This design comes from an exercise in tuning for small area, a short achievable clock period and few clock cycles on the open sky130 flow, not from production work.
The RTL of this run was laid out without a check of its function.
Power figures rest on the tool's default switching activity, not on a simulated workload.

==> flow/design.v <==
`default_nettype none
package stt_pkg;
  typedef enum logic [2:0] {
    OP_ALLOC = 3'd0,
    OP_FREE  = 3'd1,
    OP_BIND  = 3'd2,
    OP_SET   = 3'd3,
    OP_TICK  = 3'd4
  } op_e;
  typedef enum logic [1:0] {
    KIND_GRANT = 2'd0,
    KIND_FAIL  = 2'd1,
    KIND_FIRE  = 2'd2
  } kind_e;
  typedef enum logic [1:0] {
    STATUS_FREE  = 2'd0,
    STATUS_ALLOC = 2'd1,
    STATUS_ARMED = 2'd2
  } status_e;
  typedef struct packed {
    logic [2:0]  op;
    logic [4:0]  timer_index;
    logic [3:0]  queue_id;
    logic [7:0]  payload;
    logic [31:0] delay_ticks;
  } in_req_t;
  typedef struct packed {
    logic [1:0] kind;
    logic [4:0] entry;
    logic [3:0] dest_queue;
    logic [7:0] fire_data;
    logic       last;
  } out_rsp_t;
  typedef struct packed {
    status_e     status;
    logic [31:0] deadline;
    logic [3:0]  queue;
    logic [7:0]  data;
  } entry_t;
  localparam int unsigned EntryWidth = 46;   
endpackage
`default_nettype wire
`default_nettype none
import stt_pkg::*;
module software_timer_table_unit #(
  parameter int unsigned NUM_TIMERS = 32
) (
  input  wire logic              clk_i,
  input  wire logic              rst_ni,
  input  wire logic              in_valid_i,
  output logic                   in_stall_o,
  input  wire logic [51:0]       in_req_i,
  output logic                   out_valid_o,
  input  wire logic              out_stall_i,
  output logic      [19:0]       out_rsp_o
);
  localparam int N = 32;
  localparam int D = 4;        
  logic        stall_q;
  logic        a_v, b_v;
  logic [51:0] a_req, b_req;
  logic [2:0]  op;
  logic [4:0]  idx;
  logic [3:0]  qid;
  logic [7:0]  pay;
  logic [31:0] dly;
  assign op  = a_req[51:49];
  assign idx = a_req[48:44];
  assign qid = a_req[43:40];
  assign pay = a_req[39:32];
  assign dly = a_req[31:0];
  logic [31:0]  cnt_q;           
  logic [31:0]  cnt2_q;          
  logic         nz_q;            
  logic [N-1:0] free_q;          
  logic [N-1:0] armed_q;         
  logic [N-1:0] eq_q;            
  logic [N-1:0] past_q;          
  logic [N-1:0] bound_q;         
  logic [31:0]  dead_q  [N];
  logic [3:0]   queue_q [N];
  logic [7:0]   data_q  [N];
  logic [N-1:0] qm_q   [D];      
  logic [D-1:0] qf_q;            
  logic [D-1:0] qx_q;            
  logic [1:0]   rd_q, wr_q;
  logic [2:0]   qn_q;            
  logic        e_v;
  logic [1:0]  e_kind;
  logic [4:0]  e_idx;
  logic        e_last;
  logic        ov_q, sv_q;
  logic [19:0] orsp_q, srsp_q;
  logic is_alloc, is_free, is_bind, is_set, is_tick;
  assign is_alloc = (op == OP_ALLOC);
  assign is_free  = (op == OP_FREE);
  assign is_bind  = (op == OP_BIND);
  assign is_set   = (op == OP_SET);
  assign is_tick  = (op == OP_TICK);
  logic qfull;
  assign qfull = (qn_q == 3'(D));
  logic [N-1:0] pend;
  always_comb begin
    pend = '0;
    for (int k = 0; k < D; k++)
      if (qf_q[k] && (3'(k) - 3'(rd_q) & 3'(D - 1)) < qn_q) pend = pend | qm_q[k];
  end
  logic hazard;
  assign hazard = pend[idx] || (e_v && e_kind == KIND_FIRE && e_idx == idx);
  logic exec;
  always_comb begin
    exec = a_v;
    if (is_alloc || is_tick) exec = a_v && !qfull;
    if (is_bind)             exec = a_v && !hazard;
  end
  logic [N-1:0] wsel;            
  always_comb for (int i = 0; i < N; i++) wsel[i] = (idx == 5'(i));
  logic [N-1:0] fsel;
  always_comb begin
    logic any;
    any = 1'b0;
    for (int i = 0; i < N; i++) begin
      fsel[i] = free_q[i] && !any;
      any     = any || free_q[i];
    end
  end
  logic [N-1:0] fire;
  assign fire = armed_q & (eq_q | (past_q & {N{nz_q}}));
  logic fire_any;
  assign fire_any = |fire;
  logic [32:0] sum;
  assign sum = {1'b0, dly} + {1'b0, cnt_q};
  logic do_alloc, do_tick, do_set, do_bind, do_free;
  assign do_alloc = exec && is_alloc;
  assign do_tick  = exec && is_tick;
  assign do_set   = exec && is_set;
  assign do_bind  = exec && is_bind;
  assign do_free  = exec && is_free;
  logic         qpush;
  logic [N-1:0] qpush_m;
  assign qpush   = do_alloc || (do_tick && fire_any);
  assign qpush_m = is_tick ? fire : fsel;
  logic [N-1:0] hm;
  logic         hf, hx;
  assign hm = qm_q[rd_q];
  assign hf = qf_q[rd_q];
  assign hx = qx_q[rd_q];
  logic [N-1:0] hsel;
  logic [4:0]   henc;
  logic         hmore;
  always_comb begin
    logic any;
    any   = 1'b0;
    hmore = 1'b0;
    henc  = '0;
    for (int i = 0; i < N; i++) begin
      hsel[i] = hm[i] && !any;
      hmore   = hmore || (hm[i] && any);
      any     = any || hm[i];
      if (hsel[i]) henc = henc | 5'(i);
    end
  end
  logic e_adv, emit, qpop;
  assign e_adv = !e_v || !sv_q;            
  assign emit  = (qn_q != 3'd0) && e_adv;
  assign qpop  = emit && (!hf || !hmore);
  logic [3:0]  rq;
  logic [7:0]  rdat;
  assign rq   = (e_kind == KIND_FIRE && bound_q[e_idx]) ? queue_q[e_idx] : 4'd0;
  assign rdat = (e_kind == KIND_FIRE && bound_q[e_idx]) ? data_q[e_idx]  : 8'd0;
  logic [19:0] e_rsp;
  assign e_rsp = {e_kind, e_idx, rq, rdat, e_last};
  logic push;
  assign push = e_v && !sv_q;
  logic a_take, acc;
  assign a_take = !a_v || exec;
  assign acc    = in_valid_i && !stall_q;
  always_ff @(posedge clk_i or negedge rst_ni) begin
    if (!rst_ni) begin
      stall_q <= 1'b0;
      a_v     <= 1'b0;
      b_v     <= 1'b0;
      cnt_q   <= '0;
      cnt2_q  <= 32'd2;
      nz_q    <= 1'b1;
      free_q  <= '1;
      armed_q <= '0;
      bound_q <= '0;
      rd_q    <= '0;
      wr_q    <= '0;
      qn_q    <= '0;
      e_v     <= 1'b0;
      ov_q    <= 1'b0;
      sv_q    <= 1'b0;
    end else begin
      stall_q <= !a_take && (b_v || acc);
      if (a_take) begin
        a_v <= b_v || acc;
        b_v <= 1'b0;
      end else if (acc) begin
        b_v <= 1'b1;
      end
      if (do_tick) begin
        cnt_q  <= cnt_q + 32'd1;
        cnt2_q <= cnt2_q + 32'd1;
        nz_q   <= (cnt2_q != 32'd0);
      end
      for (int i = 0; i < N; i++) begin
        if (do_alloc && fsel[i]) free_q[i] <= 1'b0;
        if (do_free && wsel[i]) begin
          free_q[i]  <= 1'b1;
          armed_q[i] <= 1'b0;
        end
        if (do_set && wsel[i]) begin
          free_q[i]  <= 1'b0;
          armed_q[i] <= 1'b1;
        end
        if (do_tick && fire[i]) armed_q[i] <= 1'b0;
        if (do_bind && wsel[i]) bound_q[i] <= 1'b1;
      end
      if (qpush) wr_q <= wr_q + 2'd1;
      if (qpop)  rd_q <= rd_q + 2'd1;
      qn_q <= qn_q + 3'(qpush) - 3'(qpop);
      if (e_adv) e_v <= emit;
      if (push) begin
        if (!ov_q || !out_stall_i) ov_q <= 1'b1;
        else sv_q <= 1'b1;
      end else if (ov_q && !out_stall_i) begin
        if (sv_q) sv_q <= 1'b0;
        else ov_q <= 1'b0;
      end
    end
  end
  always_ff @(posedge clk_i) begin
    if (a_take) a_req <= b_v ? b_req : in_req_i;
    if (!a_take && acc) b_req <= in_req_i;
    for (int i = 0; i < N; i++) begin
      if (do_set && wsel[i]) begin
        dead_q[i] <= sum[31:0];
        eq_q[i]   <= (dly == 32'd1);
        past_q[i] <= sum[32] || (dly == 32'd0);
      end else if (do_tick) begin
        eq_q[i]   <= (dead_q[i] == cnt2_q);
        past_q[i] <= 1'b0;
      end
      if (do_bind && wsel[i]) begin
        queue_q[i] <= qid;
        data_q[i]  <= pay;
      end
    end
    for (int k = 0; k < D; k++) begin
      if (qpush && wr_q == 2'(k)) begin
        qm_q[k] <= qpush_m;
        qf_q[k] <= is_tick;
        qx_q[k] <= !(|free_q);
      end else if (emit && rd_q == 2'(k)) begin
        qm_q[k] <= hm & ~hsel;
      end
    end
    if (e_adv && emit) begin
      e_kind <= hf ? KIND_FIRE : (hx ? KIND_FAIL : KIND_GRANT);
      e_idx  <= henc;
      e_last <= !hf || !hmore;
    end
    if (push) begin
      if (!ov_q || !out_stall_i) begin
        if (!sv_q) orsp_q <= e_rsp;
      end else begin
        srsp_q <= e_rsp;
      end
    end
    if (ov_q && !out_stall_i && sv_q) orsp_q <= srsp_q;
  end
  assign in_stall_o  = stall_q;
  assign out_valid_o = ov_q;
  assign out_rsp_o   = orsp_q;
endmodule
`default_nettype wire
==> flow/run.sh <==
#!/bin/bash
# synth_recipe.tcl (not shown) runs the flow's synth.tcl, then flattens the netlist and writes it again
# the make line also repeats each setting of config.mk as NAME=value (left out here)
make -C /OpenROAD-flow-scripts/flow DESIGN_CONFIG=/design/flow/config.mk WORK_HOME=/design/flow/orfs CLKGATE_MAP_FILE= SYNTH_SCRIPT=/design/flow/synth_recipe.tcl finish
==> flow/config.mk <==
export PLATFORM = sky130hd
export DESIGN_NAME = software_timer_table_unit
export DESIGN_NICKNAME = software_timer_table_unit
export VERILOG_FILES = /design/flow/design.v
export SDC_FILE = /design/flow/constraint.sdc
export NUM_CORES = 4
export LEC_CHECK = 0
export CAP_MARGIN = 20
export CORE_MARGIN = 2
export CORE_UTILIZATION = 40
export SLEW_MARGIN = 20
==> flow/constraint.sdc <==
create_clock -name core_clock -period 8.0 [get_ports {clk_i}]
set_input_delay 1.6000 -clock core_clock [delete_from_list [all_inputs] [get_ports {clk_i}]]
set_output_delay 1.6000 -clock core_clock [all_outputs]
set_load 0.01 [all_outputs]
==> flow_metrics.tcl <==
set metrics [dict create \
    synth.cell_area_um2 84600 \
    cpMostUsedCell "buf_4" \
    crit_chain "inv_1 > ha_1 > inv_1 > ha_1 > nand2b_1 > buf_4 > o2111ai_1 > o2111a_1 > mux4_2 > o211a_1 > nor3_1 > a21boi_4 > buf_4 > or3_1 > nand2_1 > buf_4" \
    final.min_clock_period_ns 6.82 \
    worst_slack_ns 1.18 \
    grt.overflow.total 0 \
    netSwitchingPower_mw 13.3 \
    syn_nets 5936 \
    hold_path.class "flop to flop" \
    p_int_mw 21.8 \
    dieHeight_um 464 \
    fmax_ghz 0.147 \
    rows 168 \
    crit_fanout 47 \
    htree_levels 4 \
    synth_area_per_cell_um2 14.5 \
    crit_path_end_kind "flop" \
    r2r_slack_ns 1.18 \
    syn2layout_area_growth_pct 13.5 \
    post-place-ws_ns 1.32 \
    final_area_um2 96100 \
    dp.cells 8586 \
    root_buffer "clkbuf_16" \
    cts_resized 0 \
    cts_setup_buffers 0 \
    clk_latency_ns 0.87 \
    layout_common_cells "edfxtp_1 (1760), xnor2_1 (1073), nand4_1 (355)" \
    postPlaceCellArea_um2 89600 \
    firstDrtPassIters 9 \
    num_vias 54500 \
    hold_viol 0 \
    utilization_pct 45.8 \
    synth.distinct_cells 95 \
    setup_viol 0 \
    power_mw 35.1 \
    finalNonFillerCells 8958 \
    relSlewSlack_pct 18.9 \
    syn_inst 5828 \
    p_leak_nw 30.5 \
    antenna_found_initial 17 \
    cap_violations 0 \
    synth-seq-cells 1934 \
    io_pins 78 \
    p_seq_share_pct 42.9 \
    drt_iter0_drc 8358 \
    worst_r2r_path_depth 16 \
    die-area_um2 215000 \
    worst_path_max_delay_cell "nand2b_1" \
    pwr-share-comb_pct 31.3 \
    ir_drop_mv 0.501 \
    n_fill_cell 18300 \
    io_buffers 77 \
    worst_pin_slew_ns 1.21 \
    cts_sinks 1934 \
    drt-total-wl_um 291000 \
    gp_congestion 0.994 \
    synth-edff-count 1760 \
    initial_core_util_pct 40.3 \
    clock_path_buffers 3 \
    finalMaxSlewViolations 0 \
    critPathMaxStageDelay_ns 0.77 \
    final_common_cell "edfxtp_1" \
    rsz0062_at_grt "false" \
    crit_end "qm_q[1][6]" \
    grt_pass1_vias 51900 \
    detail_route.vias_per_cell 6.08 \
    crit_path_start_kind "flop" \
    core-area_um2 210000 \
    routedWlPerCell_um 32.5 \
    cts_tree "yes" \
    holdWs_ns 0.451 \
    grt_pass1_wl_um 405000 \
    r2r-end "qm_q[1][6]" \
    clkTransAtPathRegs_ns 0.06 \
    cts_hold_buf 0 \
    grt_max_degree 77 \
    synth-async-reset-ratio_pct 9.00 \
    final_nets 6093 \
    yosysWarnings 5 \
    dieWidth_um 464 \
    grt_use_total_pct 26.4 \
    crit_required_ns 8.50 \
    ant_nets 0 \
    ys_seq_area_share_pct 67.6 \
    p_per_area_nw_per_um2 366 \
    r2r_start "rd_q[0]" \
    drive_gt1_share_pct 12.8 \
    crit_start "rd_q[0]" \
    crit_arrival_ns 7.32 \
    synthFlopType "edfxtp_1" \
    drc_errors 0 \
    outcome "complete, no violations" \
    clock_power_share_pct 25.8 \
    setup_tns_ns 0 \
    path_class "flop to flop" \
    cts_buffers 193 \
    fin_crit_sh_pct 85.3 \
    hpwl_um 170000 \
    p_sw_share_pct 38.0 \
    clock_skew_ns 0.0703 \
]
## sequential cells by signal, summed over array words and instances (netlist names), 32 cells and up
signal / cells
a_req: 52
armed_q: 32
b_req: 52
bound_q: 32
cnt2_q: 32
cnt_q: 32
data_q: 256
dead_q: 1024
eq_q: 32
free_q: 32
past_q: 32
qm_q: 128
queue_q: 128
## how the worst min path moves through the flow
stage / start / endpoint / slack [ns] / cells after the start
detailed placement: bound_q[5] / bound_q[5] / 0.44 / 1
global placement: bound_q[2] / bound_q[2] / 0.44 / 1
CTS: bound_q[5] / bound_q[5] / 0.46 / 1
finish: e_last / srsp_q[0] / 0.45 / 0
floorplan: e_last / srsp_q[0] / 0.42 / 0
global route: bound_q[11] / bound_q[11] / 0.47 / 1
## cells by family (layout without fill, tap and decap cells)
| family | Yosys count | count (layout) | share of synthesized area, % |
|---|---|---|---|
| fa+ha+maj | 52 | 52 | 0.787 |
| xor+xnor | 1119 | 1119 | 11.6 |
| other cells | 0 | 3 | 0 |
| compound gates | 767 | 767 | 6.96 |
| mux | 201 | 201 | 2.72 |
| flops | 1934 | 1934 | 67.6 |
| buf+inv | 447 | 769 | 2.21 |
| simple gates | 1308 | 1308 | 8.09 |
## layer usage
metal	GRT usage [%]	part of all wire [%]	up-vias
li1	-	-	22500
met1	35.5	39	28000
met2	42.8	47	3268
met3	4.44	9.3	669
met4	10.5	4.6	6
met5	0	0.017	-
## final cells by class
type                    count  area (µm²)  area share (%)
multi-input cells        3447       26000            27.1
inverters                 121         457           0.475
repair buffers            288        2450            2.55
clock inverters           100        1010            1.06
diodes                      3        7.51         0.00781
flip-flops and latches   1934       57300            59.7
well taps                2805        3510            3.65
clock buffers             260        5300            5.52
## synth_stat cells, types with 94 or more instances
library cell / number / area [µm²]
nor2_1: 273 / 1020
dfrtp_1: 140 / 3500
clkbuf_1: 214 / 803
nor4_1: 103 / 644
nand4_1: 355 / 2220
nand2_1: 248 / 931
nand3_1: 111 / 556
o21ai_0: 94 / 470
edfxtp_1: 1760 / 52900
inv_1: 113 / 424
mux2i_1: 110 / 1100
xnor2_1: 1090 / 9550
## critical path: cells and delay by family, from the launching register on
kind / cells / cell delay (ns)
AO/OA/AOI/OAI: 4 / 0.86
adder cells (fa/ha/maj): 2 / 0.63
multiplexers: 1 / 0.46
AND/OR/NAND/NOR: 4 / 2.43
flip-flops: 1 / 0.64
buffers and inverters: 5 / 1.40
## power by group through the flow
stage,logic [mW],registers (mW),clock network [mW]
6_report,11.0,15.1,9.07
5_1_grt,11.4,15.1,9.55
4_1_cts,10.6,15.2,9.14
3_5_place_dp,10.5,15.4,0
3_3_place_gp,10.5,15.4,0
2_1_floorplan,5.70,14.6,0

[afterwards: timing with drivers on the ports]
The flow's constraints put no driver on any port. The routed layout listed below was extracted and timed again, unchanged, in two steps.
Step 1, drivers: a clkbuf_16 drives clk_i and a buf_2 each remaining input, both assumed.
Step 2 adds t to the input delays and takes it off the output delays; t is the mean of the earliest and latest rising clock arrival at the registers after step 1. Input paths then give back, and output paths get back, about the clock's delay inside the block.
a / b / c = no drivers / after step 1 / after step 2; a / b = the first two.
shift t [ns]: 0.915
setup WS [ns]: 1.179 / 1.179 / 1.179
worst setup path after step 2: register to register
After both steps setup and hold are still met in this run. The setup slack of this run moves by 0.000 ns with the drivers and by 0.000 ns with both steps.
